Source: an optimization exercise on an open RTL-to-GDS flow (aim: a short achievable clock period and few clock cycles). Production flows keep margins and buffers that such runs may drop.
Only simulation tests tie the RTL to the original design; equivalence was not proved.
No activity file was given, so power comes from the tool's default toggle rates.

`design/flow/design.v`:
```
package phaseCpuPkg;
  typedef logic [9-1:0] word_t;      
  typedef logic [24-1:0] instr_t;    
  typedef logic signed [7:0] pc_t;             
  typedef logic [2:0] regAddr_t;               
  typedef logic [3:0] dataAddr_t;              
  typedef logic [6-1:0] phase_t;    
  typedef enum logic [3:0] {
    NOP  = 4'h0,
    LD   = 4'h1,    
    ADD  = 4'h2,
    SUB  = 4'h3,
    INC  = 4'h4,
    DEC  = 4'h5,
    COP  = 4'h6,    
    MUL  = 4'h7,
    AND  = 4'h8,
    XOR  = 4'h9,
    JUMP = 4'hA,    
    JZ   = 4'hB,    
    JG   = 4'hC,
    JL   = 4'hD
  } opcode_t;
  typedef struct packed {
    logic z;    
    logic l;    
    logic g;    
  } flags_t;
endpackage
`timescale 1ns/1ps
module fetchUnit (
  input  logic                             clk,
  input  logic                             rst,
  input  logic                             run,
  input  logic                             progWrite,
  input  logic [$clog2(32)-1:0]   progAddr,
  input  phaseCpuPkg::instr_t              progData,
  input  phaseCpuPkg::flags_t              flags,
  output phaseCpuPkg::phase_t              phase,
  output phaseCpuPkg::instr_t              instr
);
  localparam int ProgAddrBits = $clog2(32);
  phaseCpuPkg::instr_t  progMem [32];    
  phaseCpuPkg::pc_t     pc;                       
  logic    pass;                     
  phaseCpuPkg::instr_t  fetched;
  phaseCpuPkg::opcode_t fetchedOp;
  phaseCpuPkg::pc_t     offset;                   
  logic    condTaken;
  assign fetched   = progMem[pc[ProgAddrBits-1:0]];   
  assign fetchedOp = phaseCpuPkg::opcode_t'(fetched[23:20]);
  assign offset    = phaseCpuPkg::pc_t'(fetched[19:12]);
  always_comb
  begin
    case (fetchedOp)
      phaseCpuPkg::JZ:      condTaken = flags.z;
      phaseCpuPkg::JL:      condTaken = flags.l;
      phaseCpuPkg::JG:      condTaken = flags.g;
      default: condTaken = 1'b0;
    endcase
  end
  always_ff @(posedge clk or posedge rst)
  begin
    if (rst)
      phase <= phaseCpuPkg::phase_t'(1);
    else if (run || !phase[0])
      phase <= {phase[6-2:0], phase[6-1]};
  end
  always_ff @(posedge clk)
  begin
    if (progWrite && !run)
      progMem[progAddr] <= progData;    
  end
  always_ff @(posedge clk)
  begin
    if (run && phase[0])
      instr <= fetched;    
  end
  always_ff @(posedge clk or posedge rst)
  begin
    if (rst)
    begin
      pc   <= '0;
      pass <= 1'b0;
    end
    else if (run && phase[0])
    begin
      case (fetchedOp)
        phaseCpuPkg::JUMP: pc <= pc + offset;    
        phaseCpuPkg::JZ, phaseCpuPkg::JL, phaseCpuPkg::JG:
        begin
          if (!pass)
            pass <= 1'b1;           
          else if (condTaken)
          begin
            pc   <= pc + offset;
            pass <= 1'b0;
          end
          else
            pc <= pc + phaseCpuPkg::pc_t'(1);    
        end
        default:
        begin
          pc   <= pc + phaseCpuPkg::pc_t'(1);
          pass <= 1'b0;
        end
      endcase
    end
  end
endmodule
`timescale 1ns/1ps
module decodeUnit (
  input  logic                   clk,
  input  logic                   rst,
  input  phaseCpuPkg::phase_t    phase,
  input  phaseCpuPkg::instr_t    instr,
  output phaseCpuPkg::regAddr_t  wAddr,
  output phaseCpuPkg::regAddr_t  rAddr,
  output phaseCpuPkg::dataAddr_t dAddr,
  output logic                   regDat,
  output logic                   regOp,
  output logic                   rdNwrt,
  output phaseCpuPkg::opcode_t   aluControl
);
  phaseCpuPkg::opcode_t instrOp;
  phaseCpuPkg::opcode_t opcode;    
  logic    isJump;
  assign instrOp = phaseCpuPkg::opcode_t'(instr[23:20]);
  assign isJump  = (instrOp == phaseCpuPkg::JUMP) || (instrOp == phaseCpuPkg::JZ) ||
                   (instrOp == phaseCpuPkg::JG) || (instrOp == phaseCpuPkg::JL);
  always_ff @(posedge clk)
  begin
    if (phase[1])
    begin
      wAddr  <= instr[18:16];    
      rAddr  <= instr[14:12];    
      regDat <= instr[15];       
      dAddr  <= instr[11:8];
    end
  end
  always_ff @(posedge clk or posedge rst)
  begin
    if (rst)
    begin
      opcode     <= phaseCpuPkg::NOP;
      regOp      <= 1'b0;
      rdNwrt     <= 1'b1;
      aluControl <= phaseCpuPkg::NOP;
    end
    else
    begin
      if (phase[1])
      begin
        opcode <= instrOp;
        regOp  <= isJump ? 1'b0 : instr[6];    
        rdNwrt <= isJump ? 1'b1 : instr[5];    
      end
      if (phase[2])
      begin
        case (opcode)
          phaseCpuPkg::ADD, phaseCpuPkg::SUB, phaseCpuPkg::INC, phaseCpuPkg::DEC,
          phaseCpuPkg::COP, phaseCpuPkg::MUL, phaseCpuPkg::AND, phaseCpuPkg::XOR:
            aluControl <= opcode;
          default: aluControl <= phaseCpuPkg::NOP;    
        endcase
      end
    end
  end
endmodule
`timescale 1ns/1ps
module registerFile (
  input  logic                  clk,
  input  phaseCpuPkg::phase_t   phase,
  input  phaseCpuPkg::regAddr_t wAddr,
  input  phaseCpuPkg::regAddr_t rAddr,
  input  logic                  regDat,
  input  logic                  regOp,
  input  phaseCpuPkg::word_t    result,
  input  phaseCpuPkg::word_t    dataWord,
  output phaseCpuPkg::word_t    opA,
  output phaseCpuPkg::word_t    opB
);
  phaseCpuPkg::word_t regs [8];    
  always_ff @(posedge clk)
  begin
    if (phase[2])
    begin
      opA <= regs[wAddr];    
      opB <= regs[rAddr];
    end
  end
  always_ff @(posedge clk)
  begin
    if (phase[5] && regOp)
      regs[wAddr] <= regDat ? result : dataWord;
  end
endmodule
`timescale 1ns/1ps
module alu (
  input  logic                 clk,
  input  logic                 rst,
  input  phaseCpuPkg::phase_t  phase,
  input  phaseCpuPkg::opcode_t aluControl,
  input  phaseCpuPkg::word_t   opA,
  input  phaseCpuPkg::word_t   opB,
  output phaseCpuPkg::word_t   result,
  output phaseCpuPkg::flags_t  flags
);
  phaseCpuPkg::word_t nextResult;
  always_comb
  begin
    case (aluControl)
      phaseCpuPkg::ADD:     nextResult = opA + opB;
      phaseCpuPkg::SUB:     nextResult = opA - opB;
      phaseCpuPkg::INC:     nextResult = opA + phaseCpuPkg::word_t'(1);
      phaseCpuPkg::DEC:     nextResult = opA - phaseCpuPkg::word_t'(1);
      phaseCpuPkg::COP:     nextResult = opB;
      phaseCpuPkg::MUL:     nextResult = opA * opB;    
      phaseCpuPkg::AND:     nextResult = opA & opB;
      phaseCpuPkg::XOR:     nextResult = opA ^ opB;
      default: nextResult = result;       
    endcase
  end
  always_ff @(posedge clk or posedge rst)
  begin
    if (rst)
    begin
      result <= '0;
      flags  <= '0;
    end
    else if (phase[3])
    begin
      result <= nextResult;
      if (aluControl != phaseCpuPkg::NOP)
      begin
        flags.z <= (nextResult == '0);
        flags.l <= $signed(opA) < $signed(opB);    
        flags.g <= $signed(opA) > $signed(opB);
      end
    end
  end
endmodule
`timescale 1ns/1ps
module dataMemory (
  input  logic                   clk,
  input  logic                   rst,
  input  phaseCpuPkg::phase_t    phase,
  input  phaseCpuPkg::dataAddr_t dAddr,
  input  logic                   rdNwrt,
  input  phaseCpuPkg::word_t     storeData,
  input  phaseCpuPkg::word_t     portIn,
  output phaseCpuPkg::word_t     dataWord,
  output phaseCpuPkg::word_t     portOut,
  output logic                   portWrite
);
  phaseCpuPkg::word_t mem [16];
  logic  isPort;    
  assign isPort = (dAddr == 4'hF);
  always_ff @(posedge clk)
  begin
    if (phase[3])
    begin
      if (rdNwrt)
        dataWord <= isPort ? portIn : mem[dAddr];
      else if (!isPort)
        mem[dAddr] <= storeData;
    end
  end
  always_ff @(posedge clk or posedge rst)
  begin
    if (rst)
    begin
      portOut   <= '0;
      portWrite <= 1'b0;
    end
    else
    begin
      portWrite <= phase[3] && !rdNwrt && isPort;
      if (phase[3] && !rdNwrt && isPort)
        portOut <= storeData;    
    end
  end
endmodule
`timescale 1ns/1ps
module phaseCpu (
  input  logic                             clk,
  input  logic                             rst,
  input  logic                             run,
  input  logic                             progWrite,
  input  logic [$clog2(32)-1:0]   progAddr,
  input  phaseCpuPkg::instr_t              progData,
  input  phaseCpuPkg::word_t               portIn,
  output phaseCpuPkg::word_t               portOut,
  output logic                             portWrite
);
  phaseCpuPkg::phase_t    phase;        
  phaseCpuPkg::instr_t    instr;        
  phaseCpuPkg::regAddr_t  wAddr;
  phaseCpuPkg::regAddr_t  rAddr;
  phaseCpuPkg::dataAddr_t dAddr;
  logic      regDat;
  logic      regOp;
  logic      rdNwrt;
  phaseCpuPkg::opcode_t   aluControl;
  phaseCpuPkg::word_t     opA;
  phaseCpuPkg::word_t     opB;          
  phaseCpuPkg::word_t     result;
  phaseCpuPkg::word_t     dataWord;     
  phaseCpuPkg::flags_t    flags;
  fetchUnit i_fetch (
    .clk(clk), .rst(rst), .run(run),
    .progWrite(progWrite), .progAddr(progAddr), .progData(progData),
    .flags(flags), .phase(phase), .instr(instr)
  );
  decodeUnit i_decode (
    .clk(clk), .rst(rst), .phase(phase), .instr(instr),
    .wAddr(wAddr), .rAddr(rAddr), .dAddr(dAddr),
    .regDat(regDat), .regOp(regOp), .rdNwrt(rdNwrt), .aluControl(aluControl)
  );
  registerFile i_regs (
    .clk(clk), .phase(phase), .wAddr(wAddr), .rAddr(rAddr),
    .regDat(regDat), .regOp(regOp), .result(result), .dataWord(dataWord),
    .opA(opA), .opB(opB)
  );
  alu i_alu (
    .clk(clk), .rst(rst), .phase(phase), .aluControl(aluControl),
    .opA(opA), .opB(opB), .result(result), .flags(flags)
  );
  dataMemory i_dmem (
    .clk(clk), .rst(rst), .phase(phase), .dAddr(dAddr), .rdNwrt(rdNwrt),
    .storeData(opB), .portIn(portIn), .dataWord(dataWord),
    .portOut(portOut), .portWrite(portWrite)
  );
endmodule
```
`design/flow/run.sh`:
```
#!/bin/bash
# synth_recipe.tcl (not shown) runs the flow's synth.tcl, then flattens the netlist and writes it again
# the make line also repeats each setting of config.mk as NAME=value (left out here)
make -C /OpenROAD-flow-scripts/flow DESIGN_CONFIG=/design/flow/config.mk WORK_HOME=/design/flow/orfs CLKGATE_MAP_FILE= SYNTH_SCRIPT=/design/flow/synth_recipe.tcl finish
```
`design/flow/config.mk`:
```
export PLATFORM = sky130hd
export DESIGN_NAME = phaseCpu
export DESIGN_NICKNAME = phaseCpu
export VERILOG_FILES = /design/flow/design.v
export SDC_FILE = /design/flow/constraint.sdc
export NUM_CORES = 4
export LEC_CHECK = 0
export CAP_MARGIN = 20
export CORE_MARGIN = 2
export CORE_UTILIZATION = 40
export SLEW_MARGIN = 20
```
`design/flow/constraint.sdc`:
```
create_clock -name core_clock -period 10.0 [get_ports {clk}]
set_input_delay 2.0000 -clock core_clock [delete_from_list [all_inputs] [get_ports {clk}]]
set_output_delay 2.0000 -clock core_clock [all_outputs]
set_load 0.01 [all_outputs]
```
==> results.yml <==
outcome:
  run_status: "no timing/DRC/antenna violations"
layout:
  finalCoreUtilization_pct: 45.7
  areaGrowthSynthToFinish_pct: 13.7
  nets: 2199
  fraction_of_final_layout_cells_with_drive_strength_greater_than_1_pct: 24.9
clock_tree:
  clk_pin_slew_ns: 0.06
  post-cts-setup-buffers: 0
  ctsResizeCount: 0
  cts_tree: "built"
  clk_root_buffer_cell: "sky130_fd_sc_hd__clkbuf_16"
  cts_inserted_buffers: 90
  clock_sink_count: 863
  cts-root-to-sink-buffers: 3
  cts_hold_repair.buffers: 0
  clock_tree.htree_level_count: 3
  insertion_delay_ns: 0.67
synth:
  synthesis.area_per_instance_um2: 18.5
  synth_sequential_area_ratio_pct: 70.0
  yosys.area.top_type_share_pct: 66.8
  synth_area_leader_cell: "sky130_fd_sc_hd__edfxtp_1"
  synth_common_cells: "sky130_fd_sc_hd__edfxtp_1, sky130_fd_sc_hd__mux4_2, sky130_fd_sc_hd__nand2_1, sky130_fd_sc_hd__nor2_1, sky130_fd_sc_hd__inv_1"
  post_synth_main_area_contributors: "sky130_fd_sc_hd__edfxtp_1, sky130_fd_sc_hd__mux4_2, sky130_fd_sc_hd__dfrtp_1"
  post_synth_inst_count: 1985
  synth_seq_cells: 863
  postSynth.asyncResetShare_pct: 5.10
  synthMostInstantiatedCell: "sky130_fd_sc_hd__edfxtp_1"
  synth-edff-count: 815
  synth_top_flop_cell: "sky130_fd_sc_hd__edfxtp_1"
  yosys_warns: 5
  synth_area_um2: 36700
  synthDistinctLibCells: 77
grt:
  antenna_found_initial: 1
  grt_start_max_net_pins: 107
  global_route.usage.total_pct: 18.0
  global_route.overflow_total: 0
  grt_first_pass_wirelength_um: 126000
  first_global_vias: 19406
timing:
  achievable-frequency_mhz: 192
  tightestPinTransition_ns: 1.10
  finClkSkew_ns: 0.0514
  final.min_clock_period_ns: 5.21
  setup_viol_count_final: 0
  fin_crit_sh_pct: 52.1
  timing.final.ws_setup_ns: 4.79
  setup-tns-final_ns: 0
  report.final.slew_viol_count: 0
  slew_limit_headroom_pct: 26.3
  timing_hold_violations_final: 0
  grt_setup_unrepaired: "false"
drt:
  detailed_router_iteration_count_before_antenna_repair: 5
  dr_total_vias: 18710
  wirelength_um: 83800
  viasPerCell: 5.59
  route.antenna.remaining_nets: 0
  post_drt_wl_per_cell_um: 25.0
  first_iter_violations: 1824
  drc: 0
critical_path:
  worst_path_largest_cell_delay_ns: 1.00
  crit_arrival_ns: 5.79
  critical_path.max_fanout: 27
  crit_path_end_kind: "register"
  crit_path_class: "register to register"
  critPathSlowestCell: "sky130_fd_sc_hd__edfxtp_1"
  worstPathRequired_ns: 10.58
  critical_path.startpoint_type: "register"
  critical-path-top-cell-by-count: "sky130_fd_sc_hd__inv_1"
  cp_cell_sequence: "ha_1 -> inv_1 -> fa_1 -> inv_1 -> ha_1 -> ha_1 -> inv_1 -> fa_1 -> inv_1 -> ha_1 -> inv_1 -> fa_1 -> inv_1 -> a21o_1 -> a21oi_1 -> xnor2_1 -> xnor2_1 -> or3_1 -> a31oi_1 -> mux2_2"
die:
  fp.dieH_um: 307
  floorplan.io_pins: 52
  core_area_um2: 91200
  die_footprint_um2: 94100
  initial_utilization_pct: 40.2
  die_x_um: 307
  std_cell_rows: 111
placed_design:
  pre_cts_ws_ns: 4.83
  port-buffer-count: 44
  gp_congestion: 0.863
  dp_hpwl_um: 51800
pwr:
  power-per-cell-area_nw_per_um2: 177
  peak_supply_drop_uv: 149
  report.power.total_mw: 7.39
  p_leak_nw: 13.5
min_path:
  hold_class: "register to register"
flow_run:
  maxCapViolCount: 0
-- worst max-delay path, delay by kind of cell (launching register included) --
kind	cells	cell delay [ns]
DFF	1	1.00
adders and majority gates	7	2.42
xor gates and xnor gates	2	0.31
AOI/OAI and AO/OA	3	0.50
and+or+nand+nor	1	0.33
buffers and inverters	6	0.37
muxes	1	0.22
-- stage by stage --
stage / hold WS [ns] / cells / cell area (µm²)
3_5_place_dp: 0.407 / 3181 / 38700
3_3_place_gp: 0.406 / 3181 / 38700
2_1_floorplan: 0.400 / 1993 / 36700
6_report: 0.415 / 3347 / 41700
4_1_cts: 0.416 / 3346 / 41700
5_1_grt: 0.423 / 3346 / 41700
-- cells by family after synthesis --
logic type	Yosys count	share of synthesized area [%]
xor gates and xnor gates	36	0.860
DFF	863	70.0
adders and majority gates	70	2.82
AOI/OAI and AO/OA	185	3.52
other	1	0.0102
muxes	317	16.2
buffers and inverters	158	1.84
and+or+nand+nor	355	4.72
-- layer usage --
| metal | vias up | track usage [%] | share of wire [%] |
|---|---|---|---|
| li1 | 8178 | - | - |
| met1 | 9860 | 24.8 | 43 |
| met2 | 538 | 29.6 | 49 |
| met3 | 132 | 3.06 | 5.1 |
| met4 | 2 | 5.53 | 2.5 |
| met5 | - | 0 | 0.016 |
-- cells in the final DEF, fill, tap and decap left out, drive strengths merged, types with 15 or more instances in the layout --
cell / netlist / layout
edfxtp: 815 / 815
inv: 63 / 65
mux4: 214 / 214
nor3: 17 / 17
a22oi: 18 / 18
o21ai: 31 / 31
clkinv: 1 / 42
fa: 21 / 21
mux2: 61 / 61
nand3: 22 / 22
a21oi: 44 / 44
nand4: 15 / 15
ha: 49 / 49
clkbuf: 53 / 108
nor2: 107 / 107
mux2i: 42 / 42
dfrtp: 42 / 42
nand2b: 16 / 16
buf: 41 / 64
xnor2: 28 / 28
clkdlybuf4s50: 0 / 32
nand2: 118 / 118
-- path summary, 6_finish.rpt --
path | start | to | slack, ns | cells past startpoint
max | i_regs.opB[2]$_DFFE_PP_ | i_alu.result[8]$_DFFE_PP0P_ | 4.79 | 20
min | i_fetch.instr[14]$_DFFE_PP_ | i_decode.rAddr[2]$_DFFE_PP_ | 0.41 | 0
max reg2reg | i_regs.opB[2]$_DFFE_PP_ | i_alu.result[8]$_DFFE_PP0P_ | 4.79 | 20
min reg2reg | i_fetch.instr[14]$_DFFE_PP_ | i_decode.rAddr[2]$_DFFE_PP_ | 0.41 | 0
max in group asynchronous | rst | i_fetch.pc[2]$_DFFE_PP0P_ | 7.59 | 2
min in group asynchronous | rst | i_decode.aluControl[0]$_DFFE_PP0P_ | 1.83 | 2
-- registers in the layout, indices dropped and copies added (netlist names), 6 cells and up, named ones only --
register,cells
i_dmem.dataWord,9
i_fetch.phase,6
i_fetch.instr,17
i_dmem.mem,144
i_regs.opB,9
i_alu.result,9
i_fetch.progMem,544
i_dmem.portOut,9
i_regs.opA,9
i_regs.regs,72
-- power by group --
group          internal, mW  switching, mW  total (mW)
registers              3.95        0.00325        3.95
logic                0.0177         0.0549      0.0726
clock network          1.97           1.39        3.36
-- cell type report --
class / instances / area, µm²
tap: 1186 / 1480
fill: 7663 / 49600
clock buffer: 108 / 2360
clock inverter: 57 / 629
inverter: 64 / 241
multi-input combinational: 972 / 10500
sequential: 863 / 25700
antenna: 1 / 2.50
timing repair buffer: 96 / 783
Testbench counts, summed over its fixed seeds: cycles 219,234.

==> re-timing with driven ports <==
How much do the figures lean on ideal ports? The routed layout below was timed once more, with nothing changed but the port constraints. Step 1: set_driving_cell puts a clkbuf_16 on clk and a buf_2 on each other input, an assumption about the parent block. Step 2 also shifts input and output timing later by t, the mid clock arrival at the registers, as if the neighbouring blocks saw the same clock. Three values: ideal, step 1, step 2; two values: the first two.
t, ns: 0.700
setup WS [ns]: 4.786 / 4.786 / 4.786
hold WS [ns]: 0.415 / 0.415 / 0.415
clock arrival spread, ns: 0.059 / 0.059
worst data-port slew with drivers (ns): 0.07
After both steps setup and hold are still met in this run. The setup slack of this run moves by 0.000 ns with the drivers and by 0.000 ns with both steps.
